From an optimization exercise on the open Yosys and OpenROAD flow, aimed at small area, a short achievable clock period and few clock cycles per item; shortcuts taken in it are not production practice. RTL that was checked went through simulation tests only; none was proved equivalent to the original. No activity file was given, so power comes from the tool's default toggle rates.

== run a ==
// conv_top
module conv_top (
	input  logic        clk,
	input  logic        rst_n,
	input  logic        wb_cyc_i,
	input  logic        wb_stb_i,
	input  logic        wb_we_i,
	input  logic [5:0]  wb_adr_i,
	input  logic [31:0] wb_dat_i,
	output logic [31:0] wb_dat_o,
	output logic        wb_ack_o
);
	logic go, go2;
	logic done_q;
	logic req, wr, pix_w, wgt_w, bias_w, cmd_w, start_cmd, clear_cmd;
	logic max_wait;
	assign req = wb_cyc_i && wb_stb_i;
	assign wb_ack_o = req && !(max_wait && wb_adr_i == 6'd32);
	assign wr = req && wb_we_i && rst_n;
	assign max_wait = go || go2;
	assign pix_w = wr && wb_adr_i[5:4] == 2'b00;
	assign wgt_w = wr && wb_adr_i >= 6'd16 && wb_adr_i <= 6'd27;
	assign bias_w = wr && wb_adr_i == 6'd28;
	assign cmd_w = wr && wb_adr_i == 6'd29 && wb_dat_i[31:2] == 30'd0;
	assign start_cmd = cmd_w && wb_dat_i[1:0] == 2'd1;
	assign clear_cmd = cmd_w && wb_dat_i[1:0] == 2'd2;
	logic [15:0] sp0, sp1;
	logic [11:0] sw0, sw1;
	always_comb begin
		sp0 = '0;
		sp1 = '0;
		sw0 = '0;
		sw1 = '0;
		for (int ch = 0; ch < 4; ch++) begin
			for (int r = 0; r < 4; r++) begin
				if (wb_adr_i == 6'(ch * 4 + r)) begin
					sp0[ch * 4 + r] = 1'b1;
					if (r < 3) sw0[ch * 3 + r] = 1'b1;
					if (r > 0) sw1[ch * 3 + r - 1] = 1'b1;
				end
			end
			for (int kr = 0; kr < 3; kr++) begin
				if (wb_adr_i == 6'(16 + ch * 3 + kr)) begin
					sp0[ch * 4 + kr] = 1'b1;
					sp1[ch * 4 + kr + 1] = 1'b1;
					sw0[ch * 3 + kr] = 1'b1;
				end
			end
		end
	end
	logic [31:0] pix [16];
	logic [15:0] pix_v;
	logic [11:0] wgt [12];
	logic [11:0] wgt_v;
	logic signed [3:0] bias;
	always_ff @(posedge clk) begin
		for (int i = 0; i < 16; i++)
			if (wr && wb_adr_i == 6'(i)) pix[i] <= wb_dat_i;
		for (int i = 0; i < 12; i++)
			if (wr && wb_adr_i == 6'(16 + i)) wgt[i] <= wb_dat_i[11:0];
	end
	always_ff @(posedge clk) begin
		if (!rst_n) begin
			pix_v <= '0;
			wgt_v <= '0;
			bias <= '0;
		end else begin
			for (int i = 0; i < 16; i++)
				if (wr && wb_adr_i == 6'(i)) pix_v[i] <= 1'b1;
			for (int i = 0; i < 12; i++)
  ...
Size: about 76 I/O pins, about 59000 um2 of cells after synthesis.
export LEC_CHECK = 0
export CAP_MARGIN = 20
export CORE_MARGIN = 2
export CORE_UTILIZATION = 75
export CTS_BUF_LIST = sky130_fd_sc_hd__clkbuf_8
export CTS_CLUSTER_DIAMETER = 50
export CTS_CLUSTER_SIZE = 18
export SETUP_SLACK_MARGIN = 5
export SLEW_MARGIN = 20
create_clock -name core_clock -period 11.0 [get_ports {clk}]
standard.sh (not shown) runs the stock make flow with config.mk's settings and CLKGATE_MAP_FILE= SYNTH_SCRIPT=/design/flow/synth_recipe.tcl, a recipe that flattens the netlist after the stock synthesis.
==> flow/flow/run.sh <==
#!/bin/bash
# The standard layout (standard.sh) with two changes:
#  - after the standard synthesis, flow/fa_polarity.py re-polarises the full adders
#    of the synthesized netlist to drop the inverters between them (same function,
#    same registers, same cells otherwise);
#  - the port buffers that ORFS puts on every input and output are BUF cells of
#    drive 4 instead of ORFS's default pick.
# MARGIN is ORFS's SETUP_SLACK_MARGIN (how far below the clock period the setup
# repair aims); the clock period and constraints are the standard flow's.
set -euo pipefail
MARGIN=5
PORTBUF=sky130_fd_sc_hd__buf_4
sed -e "s/SETUP_SLACK_MARGIN=[0-9.]*/SETUP_SLACK_MARGIN=$MARGIN/" \
    -e "s/ \"\${@:-finish}\"/ BUFFER_PORTS_ARGS=\"-buffer_cell $PORTBUF\" \"\${@:-finish}\"/" \
    standard.sh > standard_mod.sh
grep -q "SETUP_SLACK_MARGIN=$MARGIN" standard_mod.sh
grep -q "BUFFER_PORTS_ARGS" standard_mod.sh
R=$(pwd)/orfs/results/sky130hd/conv_top/base
bash standard_mod.sh synth > synth.log 2>&1
cp "$R/1_2_yosys.v" yosys_standard.v
python3 flow/fa_polarity.py yosys_standard.v "$R/1_2_yosys.v" > fa_polarity.log 2>&1
touch "$R/1_2_yosys.v"
bash standard_mod.sh do-1_synth > synth_odb.log 2>&1
bash standard_mod.sh > layout.log 2>&1
Other scripts of this flow, unchanged in this note and not shown: flow/flow/fa_polarity.py
Run a did not stop at any stage, and its layout met the timing, DRC and antenna checks.
Testbench counts of run a, summed over its fixed seeds: cycles 11,761, jobs 512.
diff inputs: run a => run b
diff --git a/flow/flow/run.sh b/flow/flow/run.sh
--- a/flow/flow/run.sh
+++ b/flow/flow/run.sh
@@ -10,3 +10,3 @@
 set -euo pipefail
-MARGIN=5
+MARGIN=4.5
 PORTBUF=sky130_fd_sc_hd__buf_4
diff --git a/flow/config.mk b/flow/config.mk
--- a/flow/config.mk
+++ b/flow/config.mk
@@ -9,3 +9,3 @@
 export CORE_MARGIN = 2
-export CORE_UTILIZATION = 75
+export CORE_UTILIZATION = 65
 export CTS_BUF_LIST = sky130_fd_sc_hd__clkbuf_8
--- outcome ---
Against run a, run b reports a maximum clock frequency that is lower.
Run b: fraction of the cycle the final worst path needs higher than run a
Between run b and run a, the difference in switching portion of total power is negligible.


Another version of the RTL of conv_top (not shown whole).
==> flow/design.v (excerpt) <==
module conv_top (
	input  logic        clk,
	input  logic        rst_n,
	input  logic        wb_cyc_i,
	input  logic        wb_stb_i,
	input  logic        wb_we_i,
	input  logic [5:0]  wb_adr_i,
	input  logic [31:0] wb_dat_i,
	output logic [31:0] wb_dat_o,
	output logic        wb_ack_o
);
Settings: LEC_CHECK=0, CAP_MARGIN=20, CORE_MARGIN=2, CORE_UTILIZATION=65, CTS_BUF_LIST=sky130_fd_sc_hd__clkbuf_4 sky130_fd_sc_hd__clkbuf_8, SETUP_SLACK_MARGIN=5, SLEW_MARGIN=20; clock period 11.0 ns.
run.sh (not shown) runs the stock make flow with config.mk's settings and CLKGATE_MAP_FILE= SYNTH_SCRIPT=/design/flow/synth_recipe.tcl, a recipe that flattens the netlist after the stock synthesis.
Stock flow here: none of the scripts above is used.
Testbench counts at the start, summed over its fixed seeds: cycles 11,761, jobs 512.
Change:
==> flow/flow/run.sh (new file) <==
#!/bin/bash
set -euo pipefail
MARGIN=6.5
sed "s/SETUP_SLACK_MARGIN=[0-9.]*/SETUP_SLACK_MARGIN=$MARGIN/" standard.sh > standard_margin.sh
grep -q "SETUP_SLACK_MARGIN=$MARGIN" standard_margin.sh
bash standard_margin.sh > standard.log 2>&1
==> flow/standard.sh (new file) <==
#!/bin/bash
# synth_recipe.tcl (not shown) runs the flow's synth.tcl, then flattens the netlist and writes it again
# the make line also repeats each setting of config.mk as NAME=value (left out here)
make -C /OpenROAD-flow-scripts/flow DESIGN_CONFIG=/design/flow/config.mk WORK_HOME=/design/flow/orfs CLKGATE_MAP_FILE= SYNTH_SCRIPT=/design/flow/synth_recipe.tcl "${@:-finish}"
CTS_BUF_LIST = default   (was sky130_fd_sc_hd__clkbuf_4 sky130_fd_sc_hd__clkbuf_8)
removed: flow/run.sh
What happened: Final cell count is higher by 1.0%; sequential power is about the same; total power is higher by 5.7%; cell area is higher by 6.6%.
Change:
==> flow/run.sh (new file) <==
#!/bin/bash
# synth_recipe.tcl (not shown) runs the flow's synth.tcl, then flattens the netlist and writes it again
# the make line also repeats each setting of config.mk as NAME=value (left out here)
make -C /OpenROAD-flow-scripts/flow DESIGN_CONFIG=/design/flow/config.mk WORK_HOME=/design/flow/orfs CLKGATE_MAP_FILE= SYNTH_SCRIPT=/design/flow/synth_recipe.tcl finish
CTS_BUF_LIST = sky130_fd_sc_hd__clkbuf_8   (was default)
CTS_CLUSTER_DIAMETER = 50   (was default)
CTS_CLUSTER_SIZE = 25   (was default)
removed: flow/flow/run.sh
removed: flow/standard.sh
After rerunning: Clock-buffer cell count went down by 25; utilization went down by 6.0 points; die area does not change; power went down by 13%; clock power went down by 28%.
Change:
CTS_BUF_LIST = default   (was sky130_fd_sc_hd__clkbuf_8)
CTS_CLUSTER_DIAMETER = default   (was 50)
CTS_CLUSTER_SIZE = default   (was 25)
After rerunning:
- The changed run finished clean
- wire length rises slightly
- critical path depth is unchanged
- first-iteration DRC count falls by a few percent
- synthesized cell count does not change
- combinational power barely changes
- core utilization rises by 1.3 points
- clock-buffer cell count rises by 29


## violet
Another version of the RTL of conv_top (not shown whole).
clock: 11.0 ns
lec_check: 0
cap_margin: 20
core_margin: 2
core_utilization: 65
cts_buf_list: sky130_fd_sc_hd__clkbuf_8
cts_cluster_diameter: 50
cts_cluster_size: 18
setup_slack_margin: 5
slew_margin: 20
standard.sh (not shown) runs the stock make flow with config.mk's settings and CLKGATE_MAP_FILE= SYNTH_SCRIPT=/design/flow/synth_recipe.tcl, a recipe that flattens the netlist after the stock synthesis.
==> flow/flow/run.sh <==
#!/bin/bash
# The standard layout (standard.sh) with two changes:
#  - after the standard synthesis, flow/fa_polarity.py re-polarises the full adders
#    of the synthesized netlist to drop the inverters between them (same function,
#    same registers, same cells otherwise);
#  - the port buffers that ORFS puts on every input and output are BUF cells of
#    drive 4 instead of ORFS's default pick.
# MARGIN is ORFS's SETUP_SLACK_MARGIN (how far below the clock period the setup
# repair aims); the clock period and constraints are the standard flow's.
set -euo pipefail
MARGIN=6
PORTBUF=sky130_fd_sc_hd__buf_4
sed -e "s/SETUP_SLACK_MARGIN=[0-9.]*/SETUP_SLACK_MARGIN=$MARGIN/" \
    -e "s/ \"\${@:-finish}\"/ BUFFER_PORTS_ARGS=\"-buffer_cell $PORTBUF\" \"\${@:-finish}\"/" \
    standard.sh > standard_mod.sh
grep -q "SETUP_SLACK_MARGIN=$MARGIN" standard_mod.sh
grep -q "BUFFER_PORTS_ARGS" standard_mod.sh
R=$(pwd)/orfs/results/sky130hd/conv_top/base
bash standard_mod.sh synth > synth.log 2>&1
cp "$R/1_2_yosys.v" yosys_standard.v
python3 flow/fa_polarity.py yosys_standard.v "$R/1_2_yosys.v" > fa_polarity.log 2>&1
touch "$R/1_2_yosys.v"
bash standard_mod.sh do-1_synth > synth_odb.log 2>&1
bash standard_mod.sh > layout.log 2>&1
Other scripts of this flow, unchanged in this note and not shown: flow/flow/fa_polarity.py
Testbench counts of violet, summed over its fixed seeds: cycles 11,761, jobs 512.
The inputs of quartz differ from those of violet as listed below.
- an added ABC_AREA of 1
diff --git a/flow/flow/run.sh b/flow/flow/run.sh
--- a/flow/flow/run.sh
+++ b/flow/flow/run.sh
@@ -10,3 +10,3 @@
 set -euo pipefail
-MARGIN=6
+MARGIN=5.5
 PORTBUF=sky130_fd_sc_hd__buf_4
--- outcome ---
quartz has completed all stages; timing, DRC and antenna checks passed.
Count of clock-buffer cells in the layout up 1 in quartz wrt violet
On total chip power, violet beats quartz.
Going from violet to quartz, the post-route fraction of the period consumed by the critical path was found to have gone up by 0.32 points.
Register-to-register slack, quartz and violet, lower one = quartz.
Worst hold slack: quartz vs violet, no meaningful difference
Changes observed in quartz relative to violet: top-level I/O count held steady, clock group share of total power lost 0.4 points, cell area after placement went up about 4%.
--- input diff quartz..zinc ---
- clearing ABC_AREA, which used to be 1
--- outcome ---
- zinc against quartz; maximum number of pins on one net before global-route repair is up by more than 10%.
- Summary of zinc over quartz: synthesized area down 4.8%, clock tree skew after final layout down 0.012 ns.
Input-level comparison between raven and zinc:
diff --git a/flow/flow/run.sh b/flow/flow/run.sh
--- a/flow/flow/run.sh
+++ b/flow/flow/run.sh
@@ -10,3 +10,3 @@
 set -euo pipefail
-MARGIN=5.5
+MARGIN=5
 PORTBUF=sky130_fd_sc_hd__buf_4
==> run notes <==
- Of raven and zinc, it is raven that has the lower worst setup slack.
- Area growth from synthesis to layout (lower): raven
- Delta (raven minus zinc): final clock period utilization by the worst path went up, worst supply voltage drop on vdd lost about 12%, core utilization -1.6 points, wire length saw a decrease, post-layout net count lost 77.


conv_top, a different RTL version from the one above (not shown whole).
Size in the first run: roughly 5300 cells after synthesis, roughly 76 I/O pins.
Design conv_top, start of the top module:
module conv_top (
	input  logic        clk,
	input  logic        rst_n,
	input  logic        wb_cyc_i,
	input  logic        wb_stb_i,
	input  logic        wb_we_i,
	input  logic [5:0]  wb_adr_i,
	input  logic [31:0] wb_dat_i,
	output logic [31:0] wb_dat_o,
	output logic        wb_ack_o
);
	logic req, wr, pix_w, wgt_w, bias_w, cmd_w, start_cmd, clear_cmd;
	assign req = wb_cyc_i && wb_stb_i;
	assign wb_ack_o = req;
	assign wr = req && wb_we_i && rst_n;
	assign pix_w = wr && wb_adr_i[5:4] == 2'b00;
	assign wgt_w = wr && wb_adr_i >= 6'd16 && wb_adr_i <= 6'd27;
	assign bias_w = wr && wb_adr_i == 6'd28;
	assign cmd_w = wr && wb_adr_i == 6'd29 && wb_dat_i[31:2] == 30'd0;
	assign start_cmd = cmd_w && wb_dat_i[1:0] == 2'd1;
	assign clear_cmd = cmd_w && wb_dat_i[1:0] == 2'd2;
	logic [15:0] sp0, sp1;
	logic [11:0] sw0, sw1;
	always_comb begin
		sp0 = '0;
		sp1 = '0;
		sw0 = '0;
		sw1 = '0;
		for (int ch = 0; ch < 4; ch++) begin
			for (int r = 0; r < 4; r++) begin
				if (wb_adr_i == 6'(ch * 4 + r)) begin
					sp0[ch * 4 + r] = 1'b1;
					if (r < 3) sw0[ch * 3 + r] = 1'b1;
					if (r > 0) sw1[ch * 3 + r - 1] = 1'b1;
				end
			end
			for (int kr = 0; kr < 3; kr++) begin
				if (wb_adr_i == 6'(16 + ch * 3 + kr)) begin
					sp0[ch * 4 + kr] = 1'b1;
					sp1[ch * 4 + kr + 1] = 1'b1;
					sw0[ch * 3 + kr] = 1'b1;
				end
			end
		end
	end
	logic [31:0] pix [16];
	logic [15:0] pix_v;
	logic [11:0] wgt [12];
	logic [11:0] wgt_v;
	logic signed [3:0] bias;
	always_ff @(posedge clk) begin
		for (int i = 0; i < 16; i++)
			if (pix_w && sp0[i]) pix[i] <= wb_dat_i;
		for (int i = 0; i < 12; i++)
			if (wgt_w && sw0[i]) wgt[i] <= wb_dat_i[11:0];
	end
	always_ff @(posedge clk) begin
		if (!rst_n) begin
			pix_v <= '0;
			wgt_v <= '0;
			bias <= '0;
		end else begin
			for (int i = 0; i < 16; i++)
				if (pix_w && sp0[i]) pix_v[i] <= 1'b1;
			for (int i = 0; i < 12; i++)
				if (wgt_w && sw0[i]) wgt_v[i] <= 1'b1;
			if (bias_w) bias <= wb_dat_i[3:0];
		end
	end
	logic [31:0] prow0, prow1;
	logic [11:0] wrow0, wrow1;
	logic [8:0] a [2][4];
	logic [4:0] b [2][3];
	logic [8:0] a_q [2][4];
	logic [4:0] b_q [2][3];
	always_comb begin
		prow0 = '0;
		prow1 = '0;
		wrow0 = '0;
		wrow1 = '0;
		for (int i = 0; i < 16; i++) begin
  ...
clock: 11.0 ns
lec_check: 0
cap_margin: 20
core_margin: 2
core_utilization: 40
setup_slack_margin: 5
slew_margin: 20
run.sh (not shown) runs the stock make flow with config.mk's settings and CLKGATE_MAP_FILE= SYNTH_SCRIPT=/design/flow/synth_recipe.tcl, a recipe that flattens the netlist after the stock synthesis.
Stock flow here: none of the scripts above is used.
Edit:
CORE_UTILIZATION = 65   (was 40)
Cell area is lower slightly.
Sequential share of layout area goes up by 0.46 points.
Final cell count decreases by roughly a tenth.
Register-to-register slack improved by 0.30 ns.
Power decreases slightly.
Area after synthesis does not change.
Function was not checked in any run of this note: the RTL went through the layout flow alone.

separate check: timing with driven ports:
The flow's constraints put no driver on any port. The routed layouts listed below were extracted and timed again, unchanged, in two steps.
Step 1 sets driving cells, clkbuf_16 on the clock port and buf_2 on the other inputs (assumed; they add their load-dependent delay and slew).
Step 2 times the ports against the registers' clock, not the clock port: input delays grow and output delays shrink by t, the midpoint of the rising clock arrivals with the driver on.
a / b / c = ideal / step 1 / step 2; a / b = the first two.
run	t, ns	slack for setup (ns)	hold slack, ns	slew at the worst register clock pin (ns)
run a	0.857	5.008 / 4.968 / 4.968	0.450 / 0.450 / 0.450	0.11 / 0.11
run b	0.899	4.662 / 4.600 / 4.600	0.456 / 0.456 / 0.456	0.11 / 0.11
the first run of note 2	0.922	5.024 / 4.953 / 4.953	0.455 / 0.455 / 0.455	0.07 / 0.07
the second run of note 2	0.770	5.374 / 5.302 / 5.302	0.446 / 0.446 / 0.446	0.07 / 0.07
the third run of note 2	0.881	5.010 / 4.938 / 4.938	0.462 / 0.462 / 0.462	0.12 / 0.12
the fourth run of note 2	0.782	5.012 / 4.937 / 4.937	0.452 / 0.452 / 0.452	0.07 / 0.07
violet	0.885	5.544 / 5.432 / 5.144	0.471 / 0.471 / 0.471	0.11 / 0.11
quartz	0.902	5.509 / 5.468 / 4.912	0.471 / 0.471 / 0.471	0.11 / 0.11
zinc	0.885	5.472 / 5.311 / 5.102	0.487 / 0.487 / 0.487	0.11 / 0.11
raven	0.873	5.066 / 5.005 / 5.005	0.472 / 0.472 / 0.472	0.12 / 0.12
the first run of note 4	0.833	4.628 / 4.546 / 4.393	0.462 / 0.462 / 0.462	0.07 / 0.07
the second run of note 4	0.769	4.755 / 4.724 / 4.019	0.468 / 0.468 / 0.468	0.07 / 0.07
After both steps every run listed still meets setup and hold. The setup slack of the second run of note 4, which loses most, moves by -0.031 ns with the drivers and by -0.736 ns with both steps.
